This is an optimization exercise on Yosys and OpenROAD, whose aim is small area and a short achievable clock period, not a production implementation.
In this exercise RTL edits were held to simulation tests only and were not proved equivalent to the original.
Power figures rest on the tool's default switching activity, not on a simulated workload.

`design/flow/run.sh`:
```
#!/bin/bash
# synth_recipe.tcl (not shown) runs the flow's synth.tcl, then flattens the netlist and writes it again
# the make line also repeats each setting of config.mk as NAME=value (left out here)
make -C /OpenROAD-flow-scripts/flow DESIGN_CONFIG=/design/flow/config.mk WORK_HOME=/design/flow/orfs CLKGATE_MAP_FILE= SYNTH_SCRIPT=/design/flow/synth_recipe.tcl finish
```
`design/flow/config.mk`:
```
export PLATFORM = sky130hd
export DESIGN_NAME = id_stage
export DESIGN_NICKNAME = id_stage
export VERILOG_FILES = /design/flow/design.v
export SDC_FILE = /design/flow/constraint.sdc
export NUM_CORES = 4
export LEC_CHECK = 0
export CAP_MARGIN = 20
export CORE_MARGIN = 2
export CORE_UTILIZATION = 40
export SLEW_MARGIN = 20
```
`design/flow/constraint.sdc`:
```
create_clock -name core_clock -period 6.5 [get_ports {clk}]
set_input_delay 1.3000 -clock core_clock [delete_from_list [all_inputs] [get_ports {clk}]]
set_output_delay 1.3000 -clock core_clock [all_outputs]
set_load 0.01 [all_outputs]
```
`design/flow/design.v`:
```
module id_stage #(
   parameter logic [31:0] NOP_WORD = 32'h0000_0000
) (
   input  logic        clk,
   input  logic        rst,
   input  logic [31:0] if_instruction,
   input  logic [31:0] if_pc,
   input  logic        freeze,
   input  logic        wb_en,
   input  logic [4:0]  wb_dest,
   input  logic [31:0] wb_value,
   output logic        branch_taken,
   output logic [31:0] branch_address,
   output logic [3:0]  ex_cmd,
   output logic [31:0] ex_val1,
   output logic [31:0] ex_val2,
   output logic [31:0] ex_st_val,
   output logic [4:0]  ex_dest,
   output logic        ex_wb_en,
   output logic        ex_mem_r_en,
   output logic        ex_mem_w_en,
   output logic [31:0] ex_pc
);
   localparam logic [5:0] OP_ADD  = 6'b000001, OP_SUB  = 6'b000011, OP_AND  = 6'b000101,
                          OP_OR   = 6'b000110, OP_NOR  = 6'b000111, OP_XOR  = 6'b001000,
                          OP_SLA  = 6'b001001, OP_SLL  = 6'b001010, OP_SRA  = 6'b001011,
                          OP_SRL  = 6'b001100, OP_ADDI = 6'b100000, OP_SUBI = 6'b100001,
                          OP_LD   = 6'b100100, OP_ST   = 6'b100101, OP_BEZ  = 6'b101000,
                          OP_BNE  = 6'b101001, OP_JMP  = 6'b101010;
   localparam logic [3:0] CMD_ADD = 4'b0000, CMD_SUB = 4'b0010, CMD_AND = 4'b0100,
                          CMD_OR  = 4'b0101, CMD_NOR = 4'b0110, CMD_XOR = 4'b0111,
                          CMD_SLA = 4'b1000, CMD_SLL = 4'b1001, CMD_SRA = 4'b1010,
                          CMD_SRL = 4'b1011;
   logic [31:0] id_ir;
   logic [31:0] id_pc;
   logic [31:0] rf [32];
   logic [5:0]  op;
   logic [4:0]  rs, rt, rd;
   logic [31:0] imm_sext;
   logic [31:0] rs_val, rt_val;
   logic [3:0]  d_cmd;
   logic [4:0]  d_dest;
   logic        d_wb, d_mr, d_mw, use_imm, is_br, br_cond;
   logic [31:0] target;
   assign op       = id_ir[31:26];
   assign rs       = id_ir[25:21];
   assign rt       = id_ir[20:16];
   assign rd       = id_ir[15:11];
   assign imm_sext = {{16{id_ir[15]}}, id_ir[15:0]};
   always_ff @(posedge clk) begin
      if (wb_en && wb_dest != 5'd0)
         rf[wb_dest] <= wb_value;
   end
   always_comb begin
      rs_val = rf[rs];
      if (rs == 5'd0)
         rs_val = 32'd0;
      else if (wb_en && wb_dest == rs)
         rs_val = wb_value;
      rt_val = rf[rt];
      if (rt == 5'd0)
         rt_val = 32'd0;
      else if (wb_en && wb_dest == rt)
         rt_val = wb_value;
   end
   always_comb begin
      d_cmd   = CMD_ADD;
      d_dest  = 5'd0;
      d_wb    = 1'b0;
      d_mr    = 1'b0;
      d_mw    = 1'b0;
      use_imm = 1'b0;
      is_br   = 1'b0;
      br_cond = 1'b0;
      case (op)
         OP_ADD:  begin d_cmd = CMD_ADD; d_dest = rd; d_wb = 1'b1; end
         OP_SUB:  begin d_cmd = CMD_SUB; d_dest = rd; d_wb = 1'b1; end
         OP_AND:  begin d_cmd = CMD_AND; d_dest = rd; d_wb = 1'b1; end
         OP_OR:   begin d_cmd = CMD_OR;  d_dest = rd; d_wb = 1'b1; end
         OP_NOR:  begin d_cmd = CMD_NOR; d_dest = rd; d_wb = 1'b1; end
         OP_XOR:  begin d_cmd = CMD_XOR; d_dest = rd; d_wb = 1'b1; end
         OP_SLA:  begin d_cmd = CMD_SLA; d_dest = rd; d_wb = 1'b1; end
         OP_SLL:  begin d_cmd = CMD_SLL; d_dest = rd; d_wb = 1'b1; end
         OP_SRA:  begin d_cmd = CMD_SRA; d_dest = rd; d_wb = 1'b1; end
         OP_SRL:  begin d_cmd = CMD_SRL; d_dest = rd; d_wb = 1'b1; end
         OP_ADDI: begin d_cmd = CMD_ADD; d_dest = rt; d_wb = 1'b1; use_imm = 1'b1; end
         OP_SUBI: begin d_cmd = CMD_SUB; d_dest = rt; d_wb = 1'b1; use_imm = 1'b1; end
         OP_LD:   begin d_cmd = CMD_ADD; d_dest = rt; d_wb = 1'b1; d_mr = 1'b1; use_imm = 1'b1; end
         OP_ST:   begin d_cmd = CMD_ADD; d_mw = 1'b1; use_imm = 1'b1; end
         OP_BEZ:  begin is_br = 1'b1; br_cond = (rs_val == 32'd0); end
         OP_BNE:  begin is_br = 1'b1; br_cond = (rs_val != rt_val); end
         OP_JMP:  begin is_br = 1'b1; br_cond = 1'b1; end
         default: ;
      endcase
      if (d_dest == 5'd0)
         d_wb = 1'b0;
   end
   assign target         = id_pc + 32'd4 + {imm_sext[29:0], 2'b00};
   assign branch_taken   = is_br & br_cond & ~freeze & ~rst;
   assign branch_address = is_br ? target : 32'd0;
   always_ff @(posedge clk) begin
      if (rst || branch_taken) begin
         id_ir <= NOP_WORD;
         id_pc <= 32'd0;
      end else if (!freeze) begin
         id_ir <= if_instruction;
         id_pc <= if_pc;
      end
   end
   always_ff @(posedge clk) begin
      if (rst || (!freeze && is_br)) begin
         ex_cmd      <= 4'd0;
         ex_val1     <= 32'd0;
         ex_val2     <= 32'd0;
         ex_st_val   <= 32'd0;
         ex_dest     <= 5'd0;
         ex_wb_en    <= 1'b0;
         ex_mem_r_en <= 1'b0;
         ex_mem_w_en <= 1'b0;
         ex_pc       <= 32'd0;
      end else if (!freeze) begin
         ex_cmd      <= d_cmd;
         ex_val1     <= rs_val;
         ex_val2     <= use_imm ? imm_sext : rt_val;
         ex_st_val   <= rt_val;
         ex_dest     <= d_dest;
         ex_wb_en    <= d_wb;
         ex_mem_r_en <= d_mr;
         ex_mem_w_en <= d_mw;
         ex_pc       <= id_pc;
      end
   end
endmodule
```
==> notes.md <==
worst max-delay path, stage by stage, from the launching register on:
cell and delay (ns):
dfxtp_2 0.62, buf_4 0.36, nand2b_1 0.51, o22ai_1 0.41, nor2_1 0.13, a221oi_1 0.49
and4bb_2 0.31, a221oi_1 0.11, buf_4 0.16, nor4_1 0.34, nand4_1 0.19, a31o_4 0.30
nor2b_1 0.13, clkbuf_2 0.17
synthesized netlist by cell type (9+ instances only):
cell type / n / area share
a22oi_1: 118 / 0.015
nor2b_1: 33 / 0.0035
and2_1: 12 / 0.0013
buf_1: 29 / 0.0018
nor3_1: 73 / 0.0062
nor2_1: 285 / 0.018
o21ai_0: 76 / 0.0064
a21oi_1: 153 / 0.013
a211oi_1: 10 / 0.0013
nand2_1: 146 / 0.0093
xor2_1: 22 / 0.0033
a21o_1: 14 / 0.0018
a31oi_1: 10 / 0.0011
mux2_2: 15 / 0.0029
ha_1: 57 / 0.012
nor4_1: 16 / 0.0017
a221oi_1: 52 / 0.0077
mux4_2: 454 / 0.17
a221o_1: 16 / 0.0027
inv_1: 33 / 0.0021
a22o_1: 14 / 0.0021
xnor2_1: 39 / 0.0058
buf_2: 67 / 0.0057
o211ai_1: 9 / 0.0011
buf_6: 36 / 0.0069
dfxtp_1: 214 / 0.073
mux2i_1: 285 / 0.048
and3_1: 9 / 0.00095
buf_4: 21 / 0.0027
or3_1: 17 / 0.0018
nor3_2: 50 / 0.0085
clkbuf_1: 123 / 0.0078
nand3_1: 35 / 0.0030
or2_2: 9 / 0.00095
nand4_1: 20 / 0.0021
edfxtp_1: 1024 / 0.52
o22ai_1: 39 / 0.0041
nand2b_1: 20 / 0.0021
per-layer routing:
| layer | GRT usage | up-vias | part of all wire |
|---|---|---|---|
| li1 | - | 16400 | - |
| met1 | 0.382 | 20800 | 0.38 |
| met2 | 0.436 | 2660 | 0.44 |
| met3 | 0.0896 | 554 | 0.12 |
| met4 | 0.143 | 8 | 0.057 |
| met5 | 0 | - | 0.00027 |
where the power goes:
| group | leakage [nW] | internal (W) | switching, W |
|---|---|---|---|
| Sequential | 11.0 | 0.00876 | 0.000149 |
| Combinational | 10.4 | 0.00115 | 0.00158 |
| Clock | 2.20 | 0.00455 | 0.00334 |
| Total | 23.6 | 0.0145 | 0.00507 |
worst paths after layout:
check / start / end / slack, ns
worst min-delay path: ex_st_val[18] / ex_st_val[18] / 0.46
worst max-delay path: flop / branch_taken / 0.14
worst min register to register: ex_st_val[18] / ex_st_val[18] / 0.46
worst max register to register: flop / flop / 1.20
kinds of logic after synthesis:
| family | count (synthesis) |
|---|---|
| AO/OA/AOI/OAI | 583 |
| XOR/XNOR | 61 |
| adder cells (fa/ha/maj) | 58 |
| buffers and inverters | 320 |
| flip-flops | 1238 |
| multiplexers | 754 |
| other | 1 |
| AND/OR/NAND/NOR | 748 |
sequential cells by signal, indices dropped and copies added, names as in the netlist, named ones only:
signal       flops
ex_pc           32
ex_val1         32
id_ir           32
ex_val2         32
rf            1024
ex_mem_w_en      1
ex_st_val       32
id_pc           32
ex_mem_r_en      1
ex_wb_en         1
ex_cmd           4
ex_dest          5
per-stage QoR:
step                      cell area, µm²  hold WS [ns]  setup TNS [ns]   util
after floorplan                    59100         0.475               0      -
after global placement             66000         0.450          -0.249  0.452
after detailed placement           66000         0.456          -0.267  0.452
after CTS                          70800         0.465               0  0.485
after global routing               71000         0.499               0  0.486
final                              71000         0.465               0  0.486
layout make-up:
type	instances	area, µm²
diodes	3	7.51
repair buffers	667	6260
fillers	12400	75100
inverters	34	128
clock inverters	75	842
well taps	1917	2400
clock buffers	171	3670
flip-flops and latches	1238	35100
multi-input cells	2236	22600
what timing repair did:
item | 4_1_cts | 5_1_grt
resized for setup | 15 | 11
endpoints found under the setup margin | 4 | 7
pin swaps | 0 | 2
hold buffers | 0 | 0
gates cloned | 0 | 1
hold endpoints to repair | 0 | 0
setup buffers | 11 | 11
==> flow_summary.json <==
{
  "drive_gt1_frac": 0.271,
  "drv_cap": 0,
  "finalWirelength_mm": 223,
  "track_usage": 0.290,
  "cts_tree": "yes",
  "drt_iter0_markers": 5484,
  "drc": 0,
  "dp_slack_ns": -0.267,
  "start_util": 0.404,
  "synth_top_family_by_area": "multiplexers",
  "cts-htree-levels": 4,
  "fin_cells": 6341,
  "clk_pin_slew_ns": 0.06,
  "yosys.area_share.simple": 0.0628,
  "synth_xor_area_frac": 0.00906,
  "synth_area_um2": 59000,
  "hold_violations": 0,
  "dp_hpwl_mm": 147,
  "vias": 40400,
  "fmax_mhz": 157,
  "cts.sinks": 1238,
  "via_per_inst": 6.37,
  "synth_cells": 3763,
  "setup_slack_ns": 0.144,
  "synth_seq_cells": 1238,
  "ir_drop_v": 0.000210,
  "slew_viol_final": 0,
  "status": "no timing/DRC/antenna violations",
  "antenna_found_initial": 9,
  "synth_cell_type_count": 84,
  "powerDensity_nw_per_um2": 275,
  "syn_area_per_cell_um2": 15.7,
  "synth_compound_area_frac": 0.0671,
  "coreArea_um2": 146000,
  "critPathRequiredTime_ns": 5.20,
  "place.gp.congestion": 0.972,
  "grt_overflow": 0,
  "chipWidth_um": 388,
  "yosys_warnings": 1,
  "leakage_nw": 23.6,
  "end_kind": "output pin",
  "path_max_fanout": 11,
  "synth_edf_count": 1024,
  "tightest_slew_ns": 1.22,
  "fp.dieH_um": 388,
  "synth.area.mux_share": 0.225,
  "clk_latency_ns": 0.80,
  "clockRootBuffer": "clkbuf_16",
  "async_reset_ff_frac": 0,
  "r2r.worst_path.cells": 16,
  "startpoint_type": "flop",
  "grt_max_degree": 96,
  "hold_path.class": "flop to flop",
  "synthToLayoutAreaGrowth_pct": 20.3,
  "synthAdderAreaFrac": 0.0124,
  "synth_ff_type": "edfxtp_1",
  "cts_max_path_buffers": 3,
  "wire_per_inst_um": 35.1,
  "skew_ns": 0.0354,
  "critical_path_class": "flop to output pin",
  "fin_nets": 4476,
  "dieArea_um2": 151000,
  "hold_path_depth": 2,
  "worstPathArrival_ns": 5.06,
  "numCtsBuffers": 136,
  "slew_headroom": 0.187,
  "grt_pass1_vias": 39400,
  "grt_pass1_wl_mm": 307,
  "total_power_w": 0.0195,
  "setup_viol": 0,
  "ios": 278,
  "fp-row-count": 140,
  "drtPass1Iterations": 8,
  "grt_setup_unrepaired": "no",
  "layout_common_cells": "edfxtp_1, mux4_2, buf_4",
  "layout_commonest_cell": "edfxtp_1",
  "synth_seq_area_share": 0.594,
  "place_inst": 6068,
  "period_share": 0.978,
  "drt.antenna.violating_nets": 0,
  "min_period_ns": 6.36,
  "numPortBuffers": 277
}

[static timing again, ports no longer ideal]
How much do the figures lean on ideal ports? The routed layout below was timed once more, with nothing changed but the port constraints. Step 1 (the two cells are an assumption about what drives the block):
set clk [get_ports {clk}]
set_driving_cell -lib_cell sky130_fd_sc_hd__clkbuf_16 $clk
set_driving_cell -lib_cell sky130_fd_sc_hd__buf_2 [delete_from_list [all_inputs] $clk]
Step 2 moves the port delays by t, midway between the first and last clock arrival at a register: inputs arrive t later, outputs are due t later. That takes back most of the time a late clock gives input paths. Slacks: ideal ports / drivers / drivers and shift; pairs: ideal ports / drivers.
t, ns: 0.863
setup WS [ns]: 0.144 / 0.068 / 0.115
hold slack, ns: 0.465 / 0.465 / 0.465
worst register clock-pin slew, ns: 0.07 / 0.07
cell pins on the clock port's net: 1
After both steps setup and hold are still met in this run. The setup slack of this run moves by -0.076 ns with the drivers and by -0.029 ns with both steps.
